This is an optimization exercise on Yosys and OpenROAD, whose aim is small area, a short achievable clock period and few clock cycles per item, not a production implementation. Where RTL was checked, it was by simulation tests only, not by an equivalence proof against the original. Power figures rest on the tool's default switching activity, not on a simulated workload.

==> inputs of run H <==
## grid_linear_upsampler
module grid_linear_upsampler (
  input  logic        clk_i,
  input  logic        rst_ni,
  input  logic        in_valid_i,
  output logic        in_ready_o,
  input  logic [20:0] in_data_i,
  output logic        out_valid_o,
  input  logic        out_ready_i,
  output logic [9:0]  out_data_o,
  input  logic        cfg_we_i,
  input  logic [3:0]  cfg_data_i
);
==> module gsu_div5_step, before the edit <==
module gsu_div5_step (
  input  logic [2:0] rem_i,
  input  logic       bit_i,
  output logic       q_o,
  output logic [2:0] rem_o
);
  logic r2, r1, r0, b;
  assign {r2, r1, r0} = rem_i;
  assign b        = bit_i;
  assign q_o      = r2 | (r1 & r0) | (r1 & b);
  assign rem_o[2] = (r1 & ~r0 & ~b) | (r2 & b);
  assign rem_o[1] = (r0 & ~r1) | (r1 & r0 & b) | (r2 & ~b);
  assign rem_o[0] = (~r1 & ~r2 & b) | (r1 & r0 & ~b) | (r2 & ~b);
endmodule
clock: 8.0 ns
lec_check: 0
abc_clock_period_in_ps: 2500
cap_margin: 20
core_margin: 2
core_utilization: 40
place_density: 0.6
setup_slack_margin: 5
slew_margin: 20
run.sh (not shown) runs the stock make flow with config.mk's settings and CLKGATE_MAP_FILE= SYNTH_SCRIPT=/design/flow/synth_recipe.tcl, a recipe that flattens the netlist after the stock synthesis.
==> inputs of run G, as changes to run H <==
--- a/flow/design.v
+++ b/flow/design.v
@@ -41,9 +41,6 @@
 );
-  logic r2, r1, r0, b;
-  assign {r2, r1, r0} = rem_i;
-  assign b        = bit_i;
-  assign q_o      = r2 | (r1 & r0) | (r1 & b);
-  assign rem_o[2] = (r1 & ~r0 & ~b) | (r2 & b);
-  assign rem_o[1] = (r0 & ~r1) | (r1 & r0 & b) | (r2 & ~b);
-  assign rem_o[0] = (~r1 & ~r2 & b) | (r1 & r0 & ~b) | (r2 & ~b);
+  logic [3:0] x;
+  assign x     = {rem_i, bit_i};
+  assign q_o   = x >= 4'd5;
+  assign rem_o = q_o ? 3'(x - 4'd5) : x[2:0];
 endmodule
==> comparison table <==
                                                           run G             run H
Status                                            finished clean    finished clean
Power Dens Cells                                     454 nW/um^2       437 nW/um^2
Tightest Pin Transition                                  1.01 ns           1.01 ns
Combinational share of power                               47.7%             44.1%
Hold WS                                                 0.315 ns          0.316 ns
Data buffer area share                                     4.11%             3.04%
Initial DRC count                                           3133              2750
Post-Syn Area per Cell                                13.6 sq um        13.2 sq um
Post-synthesis cell count                                   3074              3202
Setup slack at placement                                 3.20 ns           3.68 ns
Worst setup endpoint                             u_queue.od_q[9]  u_hlerp.p2_y[10]
Total area of multi-input combinational cells        14000 sq um       13800 sq um
CP startpoint                                  u_vlerp.p3_rem[0]   u_hlerp.p1_u[2]
Sw Ratio                                                   35.2%             35.7%
Testbench counts of run H, summed over its fixed seeds: cycles 6,830, items 3,335.
The RTL of run G was laid out without a check of its function.

---

==> 01-17 <==
grid_linear_upsampler, a different RTL version from the one above (not shown whole).
// grid_linear_upsampler
module grid_linear_upsampler (
  input  logic        clk_i,
  input  logic        rst_ni,
  input  logic        in_valid_i,
  output logic        in_ready_o,
  input  logic [20:0] in_data_i,
  output logic        out_valid_o,
  input  logic        out_ready_i,
  output logic [9:0]  out_data_o,
  input  logic        cfg_we_i,
  input  logic [3:0]  cfg_data_i
);
==> module gsu_queue, before the edit <==
module gsu_queue #(
  parameter int LIMIT = 7,    
  parameter int NBUF  = 6     
) (
  input  logic       clk_i,
  input  logic       rst_ni,
  input  logic       acc_i,       
  output logic       ready_o,
  input  logic       res_valid_i,
  input  logic [9:0] res_data_i,
  output logic       out_valid_o,
  input  logic       out_ready_i,
  output logic [9:0] out_data_o
);
  localparam int CW = $clog2(LIMIT + 1);
  localparam int PW = $clog2(NBUF);
  localparam int NW = $clog2(NBUF + 1);
  logic [CW-1:0] owed_q, owed_inc, owed_dec;
  logic          below_q;              
  logic          ready_q;
  logic          ov_q;
  logic [9:0]    od_q;
  logic [9:0]    buf_q [NBUF];
  logic [PW-1:0] wp_q, rp_q, wp_inc, rp_inc;
  logic [NW-1:0] n_q, n_inc, n_dec;    
  logic          bempty_q;             
  logic          take, ofree, pop, push, up, dn;
  logic [9:0]    head;
  assign take  = ov_q && out_ready_i;
  assign ofree = !ov_q || out_ready_i;
  assign pop   = ofree && !bempty_q;
  assign push  = res_valid_i && !(ofree && bempty_q);
  assign up    = res_valid_i && ov_q && !out_ready_i;
  assign dn    = !bempty_q && !res_valid_i && ofree;
  assign owed_inc = owed_q + CW'(1);
  assign owed_dec = owed_q - CW'(1);
  assign wp_inc   = (wp_q == PW'(NBUF - 1)) ? '0 : wp_q + PW'(1);
  assign rp_inc   = (rp_q == PW'(NBUF - 1)) ? '0 : rp_q + PW'(1);
  assign n_inc    = n_q + NW'(1);
  assign n_dec    = n_q - NW'(1);
  always_comb begin
    head = '0;
    for (int i = 0; i < NBUF; i++) if (rp_q == PW'(i)) head = buf_q[i];
  end
  always_ff @(posedge clk_i or negedge rst_ni) begin
    if (!rst_ni) begin
      owed_q   <= '0;
      below_q  <= 1'b1;
      ready_q  <= 1'b0;
      ov_q     <= 1'b0;
      wp_q     <= '0;
      rp_q     <= '0;
      n_q      <= '0;
      bempty_q <= 1'b1;
    end else begin
      if (acc_i && !take) begin
        owed_q  <= owed_inc;
        below_q <= owed_inc < CW'(LIMIT);
      end else if (!acc_i && take) begin
        owed_q  <= owed_dec;
        below_q <= 1'b1;
      end
      ready_q <= !acc_i && (below_q || take);
      if (ofree) ov_q <= !bempty_q || res_valid_i;
      if (push) wp_q <= wp_inc;
      if (pop)  rp_q <= rp_inc;
      if (up) begin
        n_q      <= n_inc;
        bempty_q <= 1'b0;
      end else if (dn) begin
        n_q      <= n_dec;
        bempty_q <= n_q == NW'(1);
      end
    end
  end
  always_ff @(posedge clk_i) begin
    if (ofree) od_q <= !bempty_q ? head : res_data_i;
    for (int i = 0; i < NBUF; i++) begin
      if (res_valid_i && wp_q == PW'(i)) buf_q[i] <= res_data_i;
    end
  end
  assign ready_o     = ready_q;
  assign out_valid_o = ov_q;
  assign out_data_o  = od_q;
endmodule
clock: 8.0 ns
lec_check: 0
abc_clock_period_in_ps: 2500
cap_margin: 20
core_margin: 2
core_utilization: 40
cts_buf_list: sky130_fd_sc_hd__clkbuf_16
cts_cluster_diameter: 100
cts_cluster_size: 30
place_density: 0.6
setup_slack_margin: 5
slew_margin: 20
==> 05-13: changes against 01-17 <==
--- a/flow/design.v
+++ b/flow/design.v
@@ -159,80 +159,67 @@
   output logic       ready_o,
   input  logic       res_valid_i,
   input  logic [9:0] res_data_i,
   output logic       out_valid_o,
   input  logic       out_ready_i,
   output logic [9:0] out_data_o
 );
   localparam int CW = $clog2(LIMIT + 1);
-  localparam int PW = $clog2(NBUF);
-  localparam int NW = $clog2(NBUF + 1);
-  logic [CW-1:0] owed_q, owed_inc, owed_dec;
-  logic          below_q;              
-  logic          ready_q;
-  logic          ov_q;
-  logic [9:0]    od_q;
-  logic [9:0]    buf_q [NBUF];
-  logic [PW-1:0] wp_q, rp_q, wp_inc, rp_inc;
-  logic [NW-1:0] n_q, n_inc, n_dec;    
-  logic          bempty_q;             
-  logic          take, ofree, pop, push, up, dn;
-  logic [9:0]    head;
+  logic [CW-1:0]   owed_q, owed_inc, owed_dec;
+  logic            below_q;            
+  logic            ready_q;
+  logic            ov_q;
+  logic [9:0]      od_q;
+  logic [9:0]      buf_q [NBUF];
+  logic [NBUF-1:0] wp_q, rp_q;         
+  logic [NBUF:0]   bcnt_q;             
+  logic            take, ofree, pop, push, up, dn;
+  logic [9:0]      head;
   assign take  = ov_q && out_ready_i;
   assign ofree = !ov_q || out_ready_i;
-  assign pop   = ofree && !bempty_q;
-  assign push  = res_valid_i && !(ofree && bempty_q);
+  assign pop   = ofree && !bcnt_q[0];
+  assign push  = res_valid_i && !(ofree && bcnt_q[0]);
   assign up    = res_valid_i && ov_q && !out_ready_i;
-  assign dn    = !bempty_q && !res_valid_i && ofree;
+  assign dn    = !bcnt_q[0] && !res_valid_i && ofree;
   assign owed_inc = owed_q + CW'(1);
   assign owed_dec = owed_q - CW'(1);
-  assign wp_inc   = (wp_q == PW'(NBUF - 1)) ? '0 : wp_q + PW'(1);
-  assign rp_inc   = (rp_q == PW'(NBUF - 1)) ? '0 : rp_q + PW'(1);
-  assign n_inc    = n_q + NW'(1);
-  assign n_dec    = n_q - NW'(1);
   always_comb begin
     head = '0;
-    for (int i = 0; i < NBUF; i++) if (rp_q == PW'(i)) head = buf_q[i];
+    for (int i = 0; i < NBUF; i++) head = head | (buf_q[i] & {10{rp_q[i]}});
   end
   always_ff @(posedge clk_i or negedge rst_ni) begin
     if (!rst_ni) begin
-      owed_q   <= '0;
-      below_q  <= 1'b1;
-      ready_q  <= 1'b0;
-      ov_q     <= 1'b0;
-      wp_q     <= '0;
-      rp_q     <= '0;
-      n_q      <= '0;
-      bempty_q <= 1'b1;
+      owed_q  <= '0;
+      below_q <= 1'b1;
+      ready_q <= 1'b0;
+      ov_q    <= 1'b0;
+      wp_q    <= NBUF'(1);
+      rp_q    <= NBUF'(1);
+      bcnt_q  <= (NBUF+1)'(1);
     end else begin
       if (acc_i && !take) begin
         owed_q  <= owed_inc;
         below_q <= owed_inc < CW'(LIMIT);
       end else if (!acc_i && take) begin
         owed_q  <= owed_dec;
         below_q <= 1'b1;
       end
       ready_q <= !acc_i && (below_q || take);
-      if (ofree) ov_q <= !bempty_q || res_valid_i;
-      if (push) wp_q <= wp_inc;
-      if (pop)  rp_q <= rp_inc;
-      if (up) begin
-        n_q      <= n_inc;
-        bempty_q <= 1'b0;
-      end else if (dn) begin
-        n_q      <= n_dec;
-        bempty_q <= n_q == NW'(1);
-      end
+      if (ofree) ov_q <= !bcnt_q[0] || res_valid_i;
+      if (push) wp_q <= {wp_q[NBUF-2:0], wp_q[NBUF-1]};
+      if (pop)  rp_q <= {rp_q[NBUF-2:0], rp_q[NBUF-1]};
+      if (up)      bcnt_q <= {bcnt_q[NBUF-1:0], 1'b0};
+      else if (dn) bcnt_q <= {1'b0, bcnt_q[NBUF:1]};
     end
   end
   always_ff @(posedge clk_i) begin
-    if (ofree) od_q <= !bempty_q ? head : res_data_i;
+    if (ofree) od_q <= !bcnt_q[0] ? head : res_data_i;
     for (int i = 0; i < NBUF; i++) begin
-      if (res_valid_i && wp_q == PW'(i)) buf_q[i] <= res_data_i;
+      if (res_valid_i && wp_q[i]) buf_q[i] <= res_data_i;
     end
   end
   assign ready_o     = ready_q;
   assign out_valid_o = ov_q;
   assign out_data_o  = od_q;
 endmodule
 module gsu_front (
   input  logic        cmd_i,
- CORE_UTILIZATION: 40 -> 55
- PLACE_DENSITY: 0.6 -> 0.7
==> 08-28: changes against 01-17 <==
--- a/flow/design.v
+++ b/flow/design.v
@@ -145,18 +145,18 @@
     end
     e_o = '0;
     o_o = '0;
     for (int c = 0; c < 9; c += 2) e_o = e_o | (row[c] & {8{crd_i[c]}});
     for (int c = 1; c < 9; c += 2) o_o = o_o | (row[c] & {8{crd_i[c]}});
   end
 endmodule
 module gsu_queue #(
-  parameter int LIMIT = 7,    
-  parameter int NBUF  = 6     
+  parameter int LIMIT = 8,    
+  parameter int NBUF  = 7     
 ) (
   input  logic       clk_i,
   input  logic       rst_ni,
   input  logic       acc_i,       
   output logic       ready_o,
   input  logic       res_valid_i,
   input  logic [9:0] res_data_i,
   output logic       out_valid_o,
@@ -326,53 +326,65 @@
   input  logic [SB-1:0] sb_i,
   input  logic [8:0]    d_i,
   input  logic [11:0]   k_i,
   input  logic [5:0]    w_i,
   output logic          v_o,
   output logic [SB-1:0] sb_o,
   output logic [7:0]    h_o
 );
-  logic          p2_v, p3_v, p4_v;
-  logic [SB-1:0] p2_sb, p3_sb, p4_sb;
+  logic          p2_v, pa_v, p3_v, p4_v;
+  logic [SB-1:0] p2_sb, pa_sb, p3_sb, p4_sb;
   logic [14:0] m_s, m_c;
   logic [14:0] p2_s, p2_c;
   gsu_mul_cs u_mul (.d_i(d_i), .w_i(w_i), .k_i(k_i), .s_o(m_s), .c_o(m_c));
-  logic [14:0] sum3;
   logic [11:0] z;
   logic        q3a;
   logic [2:0]  r3a, r3;
   logic [1:0]  q3b;
   logic [2:0]  p3_q;
   logic [2:0]  p3_r;
   logic [5:0]  p3_z;
-  gsu_add #(.W(15)) u_add3 (.a_i(p2_s), .b_i(p2_c), .ci_i(1'b0), .s_o(sum3));
-  assign z = sum3[14:3];
+  logic [8:0]  lo3;
+  logic [4:0]  pa_zl;
+  logic        pa_cy;
+  logic [6:0]  pa_s, pa_c;
+  logic [6:0]  hi3;
+  gsu_add #(.W(9)) u_add3l (.a_i({1'b0, p2_s[7:0]}), .b_i({1'b0, p2_c[7:0]}), .ci_i(1'b0), .s_o(lo3));
+  gsu_add #(.W(7)) u_add3h (.a_i(pa_s), .b_i(pa_c), .ci_i(pa_cy), .s_o(hi3));
+  assign z = {hi3, pa_zl};
   gsu_div5_step   u_d3a (.rem_i(z[11:9]), .bit_i(z[8]), .q_o(q3a), .rem_o(r3a));
   gsu_div5_steps2 #(.N(1)) u_d3b (.rem_i(r3a), .bits_i(z[7:6]), .q_o(q3b), .rem_o(r3));
   logic [5:0]  q4;
   logic [2:0]  r4;
   logic [7:0]  p4_q;
   gsu_div5_steps2 #(.N(3)) u_d4 (.rem_i(p3_r), .bits_i(p3_z), .q_o(q4), .rem_o(r4));
   always_ff @(posedge clk_i or negedge rst_ni) begin
     if (!rst_ni) begin
       p2_v <= 1'b0;
+      pa_v <= 1'b0;
       p3_v <= 1'b0;
       p4_v <= 1'b0;
     end else begin
       p2_v <= v_i;
-      p3_v <= p2_v;
+      pa_v <= p2_v;
+      p3_v <= pa_v;
       p4_v <= p3_v;
     end
   end
   always_ff @(posedge clk_i) begin
     p2_sb <= sb_i;
     p2_s  <= m_s;
     p2_c  <= m_c;
-    p3_sb <= p2_sb;
+    pa_sb <= p2_sb;
+    pa_zl <= lo3[7:3];
+    pa_cy <= lo3[8];
+    pa_s  <= p2_s[14:8];
+    pa_c  <= p2_c[14:8];
+    p3_sb <= pa_sb;
     p3_q  <= {q3a, q3b};
     p3_r  <= r3;
     p3_z  <= z[5:0];
     p4_sb <= p3_sb;
     p4_q  <= {p3_q[1:0], q4};
   end
   assign v_o  = p4_v;
   assign sb_o = p4_sb;
@@ -562,17 +574,17 @@
     .sb_i   (vp1_sb),
     .d_i    (vp1_d),
     .k_i    (vp1_k),
     .w_i    (vp1_w),
     .v_o    (v_v),
     .sb_o   (v_st),
     .h_o    (v_h)
   );
-  gsu_queue #(.LIMIT(7), .NBUF(6)) u_queue (
+  gsu_queue #(.LIMIT(8), .NBUF(7)) u_queue (
     .clk_i       (clk_i),
     .rst_ni      (rst_ni),
     .acc_i       (acc),
     .ready_o     (in_ready_o),
     .res_valid_i (v_v),
     .res_data_i  ({v_h, v_st}),
     .out_valid_o (out_valid_o),
     .out_ready_i (out_ready_i),
==> comparison <==
- In 05-13 the non-clock buffer count is higher than in 08-28, by 2.
- Against 01-17, the die area of 08-28 is larger by 4.3%.
- Fmax: 08-28 < 05-13 < 01-17.
- Between 01-17 and 05-13, the lower final cell count is in 05-13 (gap 9.5%, measured against 05-13).
- Sequential power is about the same in 01-17 and 05-13.
- Against 05-13, the sequential share of layout area of 08-28 is lower by 0.51 points.
- Of 08-28 and 01-17, 08-28 has the higher worst hold slack (gap 5.3 ps).
- Synthesized area is about the same in 05-13 and 01-17.
- Register-to-register slack, lowest first: 08-28, 05-13, 01-17.
- The highest clock power belongs to 08-28, the lowest to 05-13.
==> figures <==
|  | 08-28 | 05-13 | 01-17 |
|---|---|---|---|
| Final Cell Area | 0.0474 sq mm | 0.0451 sq mm | 0.0454 sq mm |
| Flop and latch count out of synthesis | 1092 | 1037 | 1028 |
| Synthesized net count | 3391 | 3222 | 3271 |
| Crit-path max cell delay | 390 ps | 360 ps | 400 ps |
| R2R Setup Slk | 4930 ps | 5020 ps | 5070 ps |
| Worst-case setup slack after placement | 4250 ps | 4300 ps | 4470 ps |
| Most common cell on crit path | fa_2 | - | buf_6 |
| Number of clock buffer instances in the layout | 45 | 41 | 42 |
| Destination of the worst register-to-register timing path | u_vlerp.p3_q[0] | u_vlerp.p3_r[2] | u_hlerp.p3_r[0] |
| GRT met1 Usage | 0.234 | 0.323 | 0.239 |
| Rel. slew slack | 0.315 | 0.247 | 0.243 |
| Worst hold slack | 313 ps | 334 ps | 307 ps |
| Critical path destination | u_vlerp.p3_q[0] | u_vlerp.p3_r[2] | in_ready_o |
| Leakage power of the design | 16.6 nW | 16.2 nW | 16.1 nW |
| Time the worst path needs with I/O delays and setup | 3070 ps | 2980 ps | 2950 ps |
| Fraction of synthesized area in multiplexers | 0.0104 | 0.0105 | 0.00847 |
| Kind of end point of the critical path | flip-flop | flip-flop | primary output |
| Bufs and invs on worst path | 3 | 1 | 2 |
| Area enclosed by the die boundary | 0.113 sq mm | 0.0790 sq mm | 0.108 sq mm |
| Status | no timing/DRC/antenna violations | no timing/DRC/antenna violations | no timing/DRC/antenna violations |
| Share of the clock period used by the worst path | 0.384 | 0.373 | 0.369 |
Testbench counts of 01-17, summed over its fixed seeds: cycles 6,862, items 3,335.
Testbench counts of 05-13, summed over its fixed seeds: cycles 6,862, items 3,335.
Testbench counts of 08-28, summed over its fixed seeds: cycles 6,894, items 3,335.

separate check: timing with driven ports:
How much do the figures lean on ideal ports? The routed layouts below were timed once more, with nothing changed but the port constraints. Step 1 sets driving cells, clkbuf_16 on the clock port and buf_2 on the other inputs (assumed; they add their load-dependent delay and slew). Step 2 times the ports against the registers' clock, not the clock port: input delays grow and output delays shrink by t, the midpoint of the rising clock arrivals with the driver on. Three values: no drivers, after step 1, after step 2; two values: the first two.
run | t, ns | slack for setup (ns) | worst hold slack (ns) | worst data-port slew with drivers (ns) | pins driven straight from the clock port
run H | 0.752 | 4.286 / 4.286 / 4.286 | 0.316 / 0.316 / 0.316 | 0.11 | 1
run G | 0.740 | 3.405 / 3.405 / 3.405 | 0.315 / 0.315 / 0.315 | 0.09 | 1
01-17 | 0.732 | 5.048 / 4.980 / 4.437 | 0.307 / 0.307 / 0.307 | 0.13 | 1
05-13 | 0.688 | 5.019 / 4.983 / 4.434 | 0.334 / 0.334 / 0.334 | 0.04 | 1
08-28 | 0.698 | 4.928 / 4.928 / 4.539 | 0.313 / 0.313 / 0.313 | 0.04 | 1
After both steps every run listed still meets setup and hold. For 01-17, which loses most, drivers alone change the setup slack by -0.068 ns; drivers and shift together by -0.611 ns.
